What follows belongs to an exercise in optimizing a design on an open flow for small area, a short achievable clock period and few clock cycles; a production flow would make more cautious choices. RTL that was checked went through simulation tests only; none was proved equivalent to the original.

==> wip/yarrow <==
==> flow/design.v <==
module uint_to_decimal_ascii_core (
    input  logic         i_clk,
    input  logic         i_rst_n,
    input  logic         in_valid,
    output logic         in_ready,
    input  logic [31:0]  in_value,
    output logic         out_valid,
    input  logic         out_ready,
    output logic [5:0]   out_char,
    output logic         out_last
);
    function automatic logic [3:0] add3(input logic [3:0] d);
        add3[3] = d[3] | (d[2] & (d[1] | d[0]));
        add3[2] = (d[2] & !d[1] & !d[0]) | (d[3] & d[0]);
        add3[1] = (!d[2] & d[1]) | (d[2] & d[1] & d[0]) | (d[3] & !d[0]);
        add3[0] = (!d[3] & !d[2] & d[0]) | (d[2] & d[1] & !d[0]) | (d[3] & !d[0]);
    endfunction
    function automatic logic [38:0] dd4(input logic [38:0] bcd, input logic [3:0] nib);
        logic [38:0] b;
        b = bcd;
        for (int s = 3; s >= 0; s--) begin
            for (int j = 0; j < 9; j++) b[4*j +: 4] = add3(b[4*j +: 4]);
            b = {b[37:0], nib[s]};
        end
        dd4 = b;
    endfunction
    function automatic logic [3:0] lead_digit(input logic [39:0] bcd);
        logic [3:0] k;
        k = '0;
        for (int j = 1; j < 10; j++) begin
            if (bcd[4*j +: 4] != 4'd0) k = 4'(j);
        end
        lead_digit = k;
    endfunction
    logic [31:0] r_b;         
    logic [2:0]  r_fidx;      
    logic        r_bvalid;    
    logic        r_bfirst;    
    logic        r_in_ready;
    logic [2:0] top, fidx;
    always_comb begin
        top = '0;
        for (int k = 2; k < 8; k++) begin
            if (r_b[4*k +: 4] != 4'd0) top = 3'(k - 1);
        end
    end
    assign fidx = r_bfirst ? top : r_fidx;
    logic [3:0]  r_nib;       
    logic [4:0]  r_nhb;       
    logic        r_nv, r_nfirst, r_nlast;
    logic [38:0] r_cb;
    logic        r_cb_done;
    logic [38:0] r_ob;
    logic [3:0]  r_ob_ptr;
    logic        r_ob_full;
    logic        r_ovalid, r_olast, r_svalid, r_slast;
    logic [3:0]  r_odig, r_sdig;
    logic push, ob_free, cb_move, stall, step, fetch, take, o_free;
    logic [3:0]  f_nib, f_nhi;
    logic [3:0]  ob_dig;
    logic [39:0] ob_x;
    logic [35:0] b_up;    
    assign push    = r_ob_full && !r_svalid;
    assign ob_free = !r_ob_full || (push && r_ob_ptr == 4'd0);
    assign cb_move = r_cb_done && ob_free;
    assign stall   = r_nv && r_nfirst && r_cb_done && !cb_move;
    assign step    = r_nv && !stall;
    assign fetch   = r_bvalid && !stall;
    assign take    = in_valid && r_in_ready;
    assign b_up  = {8'd0, r_b[31:4]};
    assign f_nib = r_b[4*fidx +: 4];
    assign f_nhi = b_up[4*fidx +: 4];
    assign ob_x  = {1'b0, r_ob};
    assign ob_dig = ob_x[4*r_ob_ptr +: 4];
    logic n_bvalid, n_bfirst, n_nv, n_nfirst, n_cb_done, n_ob_full, n_stall, n_ready_nt;
    logic [2:0] n_fidx;
    logic b_free;
    assign b_free = !r_bvalid || (fetch && fidx == 3'd0);
    always_comb begin
        n_bvalid = r_bvalid;
        n_bfirst = r_bfirst;
        n_fidx   = r_fidx;
        n_nv     = fetch || (r_nv && stall);
        n_nfirst = fetch ? r_bfirst : r_nfirst;
        if (fetch) begin
            n_bfirst = 1'b0;
            n_fidx   = fidx - 3'd1;
            if (fidx == 3'd0) n_bvalid = 1'b0;
        end
        if (b_free) begin
            n_bfirst = 1'b1;
        end
        n_cb_done = (r_cb_done && !cb_move) || (step && r_nlast);
        n_ob_full = (r_ob_full && !(push && r_ob_ptr == 4'd0)) || cb_move;
        n_stall   = n_nv && n_nfirst && n_cb_done && n_ob_full;
        n_ready_nt = !n_bvalid || ((fetch ? fidx == 3'd1 : fidx == 3'd0) && !n_stall);
        if (take) n_bvalid = 1'b1;
    end
    assign o_free = !r_ovalid || out_ready;
    always_ff @(posedge i_clk) begin
        if (!i_rst_n) begin
            r_bvalid   <= 1'b0;
            r_nv       <= 1'b0;
            r_in_ready <= 1'b0;
            r_cb_done  <= 1'b0;
            r_ob_full  <= 1'b0;
            r_ovalid   <= 1'b0;
            r_svalid   <= 1'b0;
        end else begin
            r_bvalid   <= n_bvalid;
            r_nv       <= n_nv;
            r_in_ready <= !take && n_ready_nt;
            r_cb_done  <= n_cb_done;
            r_ob_full  <= n_ob_full;
            if (o_free) begin
                r_ovalid <= r_svalid || push;
                r_svalid <= 1'b0;
            end else if (push) begin
                r_svalid <= 1'b1;
            end
        end
    end
    always_ff @(posedge i_clk) begin
        if (b_free) begin
            r_b <= in_value;
        end
        r_fidx   <= n_fidx;
        r_bfirst <= n_bfirst;
        r_nfirst <= n_nfirst;
        if (fetch) begin
            r_nib   <= f_nib;
            r_nhb   <= {(f_nhi >= 4'd10), f_nhi - ((f_nhi >= 4'd10) ? 4'd10 : 4'd0)};
            r_nlast <= (fidx == 3'd0);
        end
        if (step) begin
            r_cb <= dd4(r_nfirst ? {34'd0, r_nhb} : r_cb, r_nib);
        end
        if (cb_move) begin
            r_ob     <= r_cb;
            r_ob_ptr <= lead_digit({1'b0, r_cb});
        end else if (push) begin
            r_ob_ptr <= r_ob_ptr - 4'd1;
        end
        if (o_free) begin
            r_odig  <= r_svalid ? r_sdig : ob_dig;
            r_olast <= r_svalid ? r_slast : (r_ob_ptr == 4'd0);
        end else if (push) begin
            r_sdig  <= ob_dig;
            r_slast <= (r_ob_ptr == 4'd0);
        end
    end
    assign in_ready  = r_in_ready;
    assign out_valid = r_ovalid;
    assign out_char  = {2'b11, r_odig};
    assign out_last  = r_olast;
endmodule
==> flow/flow/run.sh <==
#!/bin/bash
# The standard layout (standard.sh: the standard flow's synthesis and the ORFS flow), changed in how
# it is made only:
#  - synthesis runs flow/synth.tcl, which is synth_recipe.tcl with ABC's mapping script
#    replaced by flow/abc_area2.script (same registers, smaller logic);
#  - the timing repair aims for SETUP_SLACK_MARGIN ns of setup slack, so that the achieved
#    period comes out well below the clock period;
#  - each port gets the smallest buffer cell (repair may still resize it).
# The make output (all tools) goes to flow_make.log; ORFS keeps each step's log under orfs/logs.
set -euo pipefail
export SETUP_SLACK_MARGIN=${MARGIN:-7.6}
export BUFFER_PORTS_ARGS="-buffer_cell sky130_fd_sc_hd__buf_1"
here=$(pwd)
sed "s#SYNTH_SCRIPT=[^ ]*#SYNTH_SCRIPT=${here}/flow/synth.tcl#" standard.sh > flow_standard.sh
grep -q "SYNTH_SCRIPT=${here}/flow/synth.tcl" flow_standard.sh
bash flow_standard.sh > flow_make.log 2>&1
==> flow/flow/abc_area2.script <==
strash
dch -f
map -a
mfs2
strash
dch -f
map -a
topo
stime -c
buffer -c
dnsize -c
==> flow/flow/synth.tcl <==
# The standard flow's synthesis (synth_recipe.tcl in the work folder), with its final ABC mapping run with
# abc_area2.script (an area-oriented script with two choice/mapping rounds and mfs2) in
# place of ORFS's abc_area.script. Registers and everything else are as synth_recipe.tcl makes
# them.
set ::own_flow_dir [file dirname [file normalize [info script]]]
proc abc {args} {
  set i [lsearch -exact $args -script]
  if {$i >= 0} {
    lset args [expr {$i + 1}] [file join $::own_flow_dir abc_area2.script]
  }
  yosys abc {*}$args
}
source [file join [file dirname $::own_flow_dir] synth_recipe.tcl]
==> flow/standard.sh <==
#!/bin/bash
# synth_recipe.tcl (not shown) runs the flow's synth.tcl, then flattens the netlist and writes it again
# the make line also repeats each setting of config.mk as NAME=value (left out here)
make -C /OpenROAD-flow-scripts/flow DESIGN_CONFIG=/design/flow/config.mk WORK_HOME=/design/flow/orfs CLKGATE_MAP_FILE= SYNTH_SCRIPT=/design/flow/synth_recipe.tcl "${@:-finish}"
==> flow/config.mk <==
export PLATFORM = sky130hd
export DESIGN_NAME = uint_to_decimal_ascii_core
export DESIGN_NICKNAME = uint_to_decimal_ascii_core
export VERILOG_FILES = /design/flow/design.v
export SDC_FILE = /design/flow/constraint.sdc
export NUM_CORES = 4
export LEC_CHECK = 0
export ABC_AREA = 1
export CAP_MARGIN = 20
export CORE_MARGIN = 2
export CORE_UTILIZATION = 55
export CTS_BUF_LIST = sky130_fd_sc_hd__clkbuf_8
export PLACE_DENSITY = 0.65
export SLEW_MARGIN = 20
==> flow/constraint.sdc <==
create_clock -name core_clock -period 11.0 [get_ports {i_clk}]
set_input_delay 2.2000 -clock core_clock [delete_from_list [all_inputs] [get_ports {i_clk}]]
set_output_delay 2.2000 -clock core_clock [all_outputs]
set_load 0.01 [all_outputs]
==> wip/fjord: changes against wip/yarrow <==
==> flow/design.v, changed modules only <==
module uint_to_decimal_ascii_core (
    input  logic         i_clk,
    input  logic         i_rst_n,
    input  logic         in_valid,
    output logic         in_ready,
    input  logic [31:0]  in_value,
    output logic         out_valid,
    input  logic         out_ready,
    output logic [5:0]   out_char,
    output logic         out_last
);
    function automatic logic [3:0] add3(input logic [3:0] d);
        add3[3] = d[3] | (d[2] & (d[1] | d[0]));
        add3[2] = (d[2] & !d[1] & !d[0]) | (d[3] & d[0]);
        add3[1] = (!d[2] & d[1]) | (d[2] & d[1] & d[0]) | (d[3] & !d[0]);
        add3[0] = (!d[3] & !d[2] & d[0]) | (d[2] & d[1] & !d[0]) | (d[3] & !d[0]);
    endfunction
    function automatic logic [38:0] dd4(input logic [38:0] bcd, input logic [3:0] nib);
        logic [38:0] b;
        b = bcd;
        for (int s = 3; s >= 0; s--) begin
            for (int j = 0; j < 9; j++) b[4*j +: 4] = add3(b[4*j +: 4]);
            b = {b[37:0], nib[s]};
        end
        dd4 = b;
    endfunction
    function automatic logic [3:0] lead_digit(input logic [39:0] bcd);
        logic [3:0] k;
        k = '0;
        for (int j = 1; j < 10; j++) begin
            if (bcd[4*j +: 4] != 4'd0) k = 4'(j);
        end
        lead_digit = k;
    endfunction
    logic [31:0] r_b;         
    logic [2:0]  r_fidx;      
    logic        r_bvalid;    
    logic        r_bfirst;    
    logic        r_in_ready;
    logic [2:0] top;
    always_comb begin
        top = '0;
        for (int k = 2; k < 8; k++) begin
            if (in_value[4*k +: 4] != 4'd0) top = 3'(k - 1);
        end
    end
    logic [3:0]  r_nib;       
    logic [4:0]  r_nhb;       
    logic        r_nv, r_nfirst, r_nlast;
    logic [38:0] r_cb;
    logic        r_cb_done;
    logic [38:0] r_ob;
    logic [3:0]  r_ob_ptr;
    logic        r_ob_full;
    logic        r_ovalid, r_olast, r_svalid, r_slast;
    logic [3:0]  r_odig, r_sdig;
    logic push, ob_free, cb_move, stall, step, fetch, take, o_free;
    logic [3:0]  f_nib, f_nhi;
    logic [3:0]  ob_dig;
    logic [39:0] ob_x;
    logic [35:0] b_up;    
    assign push    = r_ob_full && !r_svalid;
    assign ob_free = !r_ob_full || (push && r_ob_ptr == 4'd0);
    assign cb_move = r_cb_done && ob_free;
    assign stall   = r_nv && r_nfirst && r_cb_done && !cb_move;
    assign step    = r_nv && !stall;
    assign fetch   = r_bvalid && !stall;
    assign take    = in_valid && r_in_ready;
    assign b_up  = {8'd0, r_b[31:4]};
    assign f_nib = r_b[4*r_fidx +: 4];
    assign f_nhi = b_up[4*r_fidx +: 4];
    assign ob_x  = {1'b0, r_ob};
    assign ob_dig = ob_x[4*r_ob_ptr +: 4];
    logic n_bvalid, n_bfirst, n_nv, n_nfirst, n_cb_done, n_ob_full, n_stall, n_ready_nt;
    logic [2:0] n_fidx;
    logic b_free;
    assign b_free = !r_bvalid || (fetch && r_fidx == 3'd0);
    always_comb begin
        n_bvalid = r_bvalid;
        n_bfirst = r_bfirst;
        n_fidx   = r_fidx;
        n_nv     = fetch || (r_nv && stall);
        n_nfirst = fetch ? r_bfirst : r_nfirst;
        if (fetch) begin
            n_bfirst = 1'b0;
            n_fidx   = r_fidx - 3'd1;
            if (r_fidx == 3'd0) n_bvalid = 1'b0;
        end
        if (b_free) begin
            n_bfirst = 1'b1;
            n_fidx   = top;
        end
        n_cb_done = (r_cb_done && !cb_move) || (step && r_nlast);
        n_ob_full = (r_ob_full && !(push && r_ob_ptr == 4'd0)) || cb_move;
        n_stall   = n_nv && n_nfirst && n_cb_done && n_ob_full;
        n_ready_nt = !n_bvalid || ((fetch ? r_fidx == 3'd1 : r_fidx == 3'd0) && !n_stall);
        if (take) n_bvalid = 1'b1;
    end
    assign o_free = !r_ovalid || out_ready;
    always_ff @(posedge i_clk) begin
        if (!i_rst_n) begin
            r_bvalid   <= 1'b0;
            r_nv       <= 1'b0;
            r_in_ready <= 1'b0;
            r_cb_done  <= 1'b0;
            r_ob_full  <= 1'b0;
            r_ovalid   <= 1'b0;
            r_svalid   <= 1'b0;
        end else begin
            r_bvalid   <= n_bvalid;
            r_nv       <= n_nv;
            r_in_ready <= !take && n_ready_nt;
            r_cb_done  <= n_cb_done;
            r_ob_full  <= n_ob_full;
            if (o_free) begin
                r_ovalid <= r_svalid || push;
                r_svalid <= 1'b0;
            end else if (push) begin
                r_svalid <= 1'b1;
            end
        end
    end
    always_ff @(posedge i_clk) begin
        if (b_free) begin
            r_b <= in_value;
        end
        r_fidx   <= n_fidx;
        r_bfirst <= n_bfirst;
        r_nfirst <= n_nfirst;
        if (fetch) begin
            r_nib   <= f_nib;
            r_nhb   <= {(f_nhi >= 4'd10), f_nhi - ((f_nhi >= 4'd10) ? 4'd10 : 4'd0)};
            r_nlast <= (r_fidx == 3'd0);
        end
        if (step) begin
            r_cb <= dd4(r_nfirst ? {34'd0, r_nhb} : r_cb, r_nib);
        end
        if (cb_move) begin
            r_ob     <= r_cb;
            r_ob_ptr <= lead_digit({1'b0, r_cb});
        end else if (push) begin
            r_ob_ptr <= r_ob_ptr - 4'd1;
        end
        if (o_free) begin
            r_odig  <= r_svalid ? r_sdig : ob_dig;
            r_olast <= r_svalid ? r_slast : (r_ob_ptr == 4'd0);
        end else if (push) begin
            r_sdig  <= ob_dig;
            r_slast <= (r_ob_ptr == 4'd0);
        end
    end
    assign in_ready  = r_in_ready;
    assign out_valid = r_ovalid;
    assign out_char  = {2'b11, r_odig};
    assign out_last  = r_olast;
endmodule
--- a/flow/flow/run.sh
+++ b/flow/flow/run.sh
@@ -8,7 +8,7 @@
 #  - each port gets the smallest buffer cell (repair may still resize it).
 # The make output (all tools) goes to flow_make.log; ORFS keeps each step's log under orfs/logs.
 set -euo pipefail
-export SETUP_SLACK_MARGIN=${MARGIN:-7.6}
+export SETUP_SLACK_MARGIN=${MARGIN:-7.85}
 export BUFFER_PORTS_ARGS="-buffer_cell sky130_fd_sc_hd__buf_1"
 here=$(pwd)
 sed "s#SYNTH_SCRIPT=[^ ]*#SYNTH_SCRIPT=${here}/flow/synth.tcl#" standard.sh > flow_standard.sh
- CORE_UTILIZATION: 55 -> 70
- PLACE_DENSITY: 0.65 -> 0.75
==> wip/willow: changes against wip/yarrow <==
==> flow/design.v, changed modules only <==
module uint_to_decimal_ascii_core #(
    parameter int TAIL = 4
) (
    input  logic         i_clk,
    input  logic         i_rst_n,
    input  logic         in_valid,
    output logic         in_ready,
    input  logic [31:0]  in_value,
    output logic         out_valid,
    input  logic         out_ready,
    output logic [5:0]   out_char,
    output logic         out_last
);
    function automatic logic [3:0] add3(input logic [3:0] d);
        add3[3] = d[3] | (d[2] & (d[1] | d[0]));
        add3[2] = (d[2] & !d[1] & !d[0]) | (d[3] & d[0]);
        add3[1] = (!d[2] & d[1]) | (d[2] & d[1] & d[0]) | (d[3] & !d[0]);
        add3[0] = (!d[3] & !d[2] & d[0]) | (d[2] & d[1] & !d[0]) | (d[3] & !d[0]);
    endfunction
    function automatic logic [38:0] dd4(input logic [38:0] bcd, input logic [3:0] nib);
        logic [38:0] b;
        b = bcd;
        for (int s = 3; s >= 0; s--) begin
            for (int j = 0; j < 9; j++) b[4*j +: 4] = add3(b[4*j +: 4]);
            b = {b[37:0], nib[s]};
        end
        dd4 = b;
    endfunction
    function automatic logic [3:0] lead_digit(input logic [39:0] bcd);
        logic [3:0] k;
        k = '0;
        for (int j = 1; j < 10; j++) begin
            if (bcd[4*j +: 4] != 4'd0) k = 4'(j);
        end
        lead_digit = k;
    endfunction
    logic [31:0] r_b;         
    logic [2:0]  r_fidx;      
    logic        r_bvalid;    
    logic        r_bfirst;    
    logic        r_in_ready;
    logic [2:0] top;
    always_comb begin
        top = '0;
        for (int k = 2; k < 8; k++) begin
            if (in_value[4*k +: 4] != 4'd0) top = 3'(k - 1);
        end
    end
    logic [3:0]  r_nib;       
    logic [4:0]  r_nhb;       
    logic        r_nv, r_nfirst, r_nlast;
    logic [38:0] r_cb;
    logic        r_cb_done;
    logic [38:0] r_ob;
    logic [3:0]  r_ob_ptr;
    logic        r_ob_full;
    logic [4*TAIL-1:0] r_tb;
    logic [1:0]  r_tb_ptr;
    logic        r_tb_full;
    logic        r_ovalid, r_olast, r_svalid, r_slast;
    logic [3:0]  r_odig, r_sdig;
    logic push, push_ob, push_tb, ob_rel, tb_load, dlast, ob_free, cb_move, stall, step, fetch, take, o_free;
    logic [3:0]  dig;
    logic [3:0]  f_nib, f_nhi;
    logic [3:0]  ob_dig;
    logic [39:0] ob_x;
    logic [35:0] b_up;    
    assign push    = (r_ob_full || r_tb_full) && !r_svalid;
    assign push_tb = push && r_tb_full;
    assign push_ob = push && !r_tb_full;
    assign ob_rel  = r_ob_full && !r_tb_full && (r_ob_ptr < 4'(TAIL));
    assign tb_load = ob_rel && !(push_ob && r_ob_ptr == 4'd0);
    assign ob_free = !r_ob_full || ob_rel;
    assign cb_move = r_cb_done && ob_free;
    assign stall   = r_nv && r_nfirst && r_cb_done && !cb_move;
    assign step    = r_nv && !stall;
    assign fetch   = r_bvalid && !stall;
    assign take    = in_valid && r_in_ready;
    assign b_up  = {8'd0, r_b[31:4]};
    assign f_nib = r_b[4*r_fidx +: 4];
    assign f_nhi = b_up[4*r_fidx +: 4];
    assign ob_x  = {1'b0, r_ob};
    assign ob_dig = ob_x[4*r_ob_ptr +: 4];
    assign dig    = r_tb_full ? r_tb[4*r_tb_ptr +: 4] : ob_dig;
    assign dlast  = r_tb_full ? (r_tb_ptr == 2'd0) : (r_ob_ptr == 4'd0);
    logic n_bvalid, n_bfirst, n_nv, n_nfirst, n_cb_done, n_ob_full, n_stall;
    logic [2:0] n_fidx;
    always_comb begin
        n_bvalid = r_bvalid;
        n_bfirst = r_bfirst;
        n_fidx   = r_fidx;
        n_nv     = fetch || (r_nv && stall);
        n_nfirst = fetch ? r_bfirst : r_nfirst;
        if (fetch) begin
            n_bfirst = 1'b0;
            n_fidx   = r_fidx - 3'd1;
            if (r_fidx == 3'd0) n_bvalid = 1'b0;
        end
        if (take) begin
            n_bvalid = 1'b1;
            n_bfirst = 1'b1;
            n_fidx   = top;
        end
        n_cb_done = (r_cb_done && !cb_move) || (step && r_nlast);
        n_ob_full = (r_ob_full && !ob_rel) || cb_move;
        n_stall   = n_nv && n_nfirst && n_cb_done && n_ob_full;
    end
    assign o_free = !r_ovalid || out_ready;
    always_ff @(posedge i_clk) begin
        if (!i_rst_n) begin
            r_bvalid   <= 1'b0;
            r_nv       <= 1'b0;
            r_in_ready <= 1'b0;
            r_cb_done  <= 1'b0;
            r_ob_full  <= 1'b0;
            r_tb_full  <= 1'b0;
            r_ovalid   <= 1'b0;
            r_svalid   <= 1'b0;
        end else begin
            r_bvalid   <= n_bvalid;
            r_nv       <= n_nv;
            r_in_ready <= !n_bvalid || (n_fidx == 3'd0 && !n_stall);
            r_cb_done  <= n_cb_done;
            r_ob_full  <= n_ob_full;
            if (tb_load) begin
                r_tb_full <= 1'b1;
            end else if (push_tb && r_tb_ptr == 2'd0) begin
                r_tb_full <= 1'b0;
            end
            if (o_free) begin
                r_ovalid <= r_svalid || push;
                r_svalid <= 1'b0;
            end else if (push) begin
                r_svalid <= 1'b1;
            end
        end
    end
    always_ff @(posedge i_clk) begin
        if (take) begin
            r_b <= in_value;
        end
        r_fidx   <= n_fidx;
        r_bfirst <= n_bfirst;
        r_nfirst <= n_nfirst;
        if (fetch) begin
            r_nib   <= f_nib;
            r_nhb   <= {(f_nhi >= 4'd10), f_nhi - ((f_nhi >= 4'd10) ? 4'd10 : 4'd0)};
            r_nlast <= (r_fidx == 3'd0);
        end
        if (step) begin
            r_cb <= dd4(r_nfirst ? {34'd0, r_nhb} : r_cb, r_nib);
        end
        if (cb_move) begin
            r_ob     <= r_cb;
            r_ob_ptr <= lead_digit({1'b0, r_cb});
        end else if (push_ob) begin
            r_ob_ptr <= r_ob_ptr - 4'd1;
        end
        if (tb_load) begin
            r_tb     <= r_ob[4*TAIL-1:0];
            r_tb_ptr <= 2'(push_ob ? r_ob_ptr - 4'd1 : r_ob_ptr);
        end else if (push_tb) begin
            r_tb_ptr <= r_tb_ptr - 2'd1;
        end
        if (o_free) begin
            r_odig  <= r_svalid ? r_sdig : dig;
            r_olast <= r_svalid ? r_slast : dlast;
        end else if (push) begin
            r_sdig  <= dig;
            r_slast <= dlast;
        end
    end
    assign in_ready  = r_in_ready;
    assign out_valid = r_ovalid;
    assign out_char  = {2'b11, r_odig};
    assign out_last  = r_olast;
endmodule
==> flow/flow/run.sh (replaced) <==
#!/bin/bash
# The standard layout (standard.sh: the standard flow's own synthesis and ORFS flow), with its timing
# repair aiming for setup slack of SETUP_SLACK_MARGIN ns beyond the clock period, so that
# the achieved period comes out well below it. The make output goes to flow_make.log.
set -euo pipefail
export SETUP_SLACK_MARGIN=${MARGIN:-7.6}
bash standard.sh > flow_make.log 2>&1
- CORE_UTILIZATION: 55 -> 40
- CTS_BUF_LIST: sky130_fd_sc_hd__clkbuf_8 -> default
- PLACE_DENSITY: 0.65 -> 0.6
removed: flow/flow/abc_area2.script
removed: flow/flow/synth.tcl
==> flow_metrics.env <==
export IMPL_use_met3=0.0580
export IMPL_whs_ns=0.445
export IMPL_synth_most_common_cell="inv_1"
export IMPL_status="no timing/DRC/antenna violations"
export IMPL_final_cell_mix="inv_1, nand2_1, edfxtp_1, nor2_1, o21ai_0"
export IMPL_multi_input_area_mm2=0.00304
export IMPL_n_tap_cell=184
Source of the figures above: wip/yarrow

==> flow_metrics.env <==
export IMPL_grt_use_total=0.175
export IMPL_drtIter0Drc=676
export IMPL_whs_ns=0.421
export IMPL_setup_violations=0
export IMPL_final_cell_mix="nand2_1, edfxtp_1, nor2_1, inv_1, nand3_1"
export IMPL_status="no timing/DRC/antenna violations"
export IMPL_use_met3=0.0294
export IMPL_n_tap_cell=324
export IMPL_io_pins=45
export IMPL_ys_ff_latch=165
Source of the figures above: wip/willow

==> flow_metrics.env <==
export IMPL_status="no timing/DRC/antenna violations"
export IMPL_period_needed_ns=3.16
export IMPL_n_fill_cell=660
export IMPL_avgViaCountPerCell=6.25
export IMPL_multi_input_area_mm2=0.00307
export IMPL_combPwrFrac=0.158
export IMPL_n_tap_cell=140
export IMPL_synth_most_common_cell="inv_1"
export IMPL_pwr_share_seq=0.515
export IMPL_use_met3=0.0785
export IMPL_final_cell_mix="inv_1, nor2_1, edfxtp_1, nand2_1, o21ai_0"
Source of the figures above: wip/fjord

Testbench counts of wip/fjord, summed over its fixed seeds: cycles 17,925.
No functional check of the RTL was part of wip/yarrow and wip/willow.

==> re-timing with driven ports <==
How much do the figures lean on ideal ports? The routed layouts below were timed once more, with nothing changed but the port constraints. Step 1, drivers: a clkbuf_16 drives i_clk and a buf_2 each remaining input, both assumed. Step 2 adds t to the input delays and takes it off the output delays; t is the mean of the earliest and latest rising clock arrival at the registers after step 1. Input paths then give back, and output paths get back, about the clock's delay inside the block. a / b / c = ideal ports / drivers / drivers and shift; a / b = the first two.
run | t, ns | slack for setup (ns) | hold slack, ns | clock arrival spread, ns | cell pins on the clock port's net
wip/yarrow | 0.486 | 7.757 / 7.757 / 7.494 | 0.445 / 0.445 / 0.445 | 0.011 / 0.011 | 1
wip/fjord | 0.483 | 7.843 / 7.807 / 7.560 | 0.440 / 0.440 / 0.440 | 0.012 / 0.012 | 1
wip/willow | 0.468 | 7.723 / 7.685 / 7.278 | 0.421 / 0.421 / 0.421 | 0.011 / 0.011 | 1
After both steps setup and hold are still met in every run listed. The setup slack of wip/willow, which loses most, moves by -0.038 ns with the drivers and by -0.445 ns with both steps.
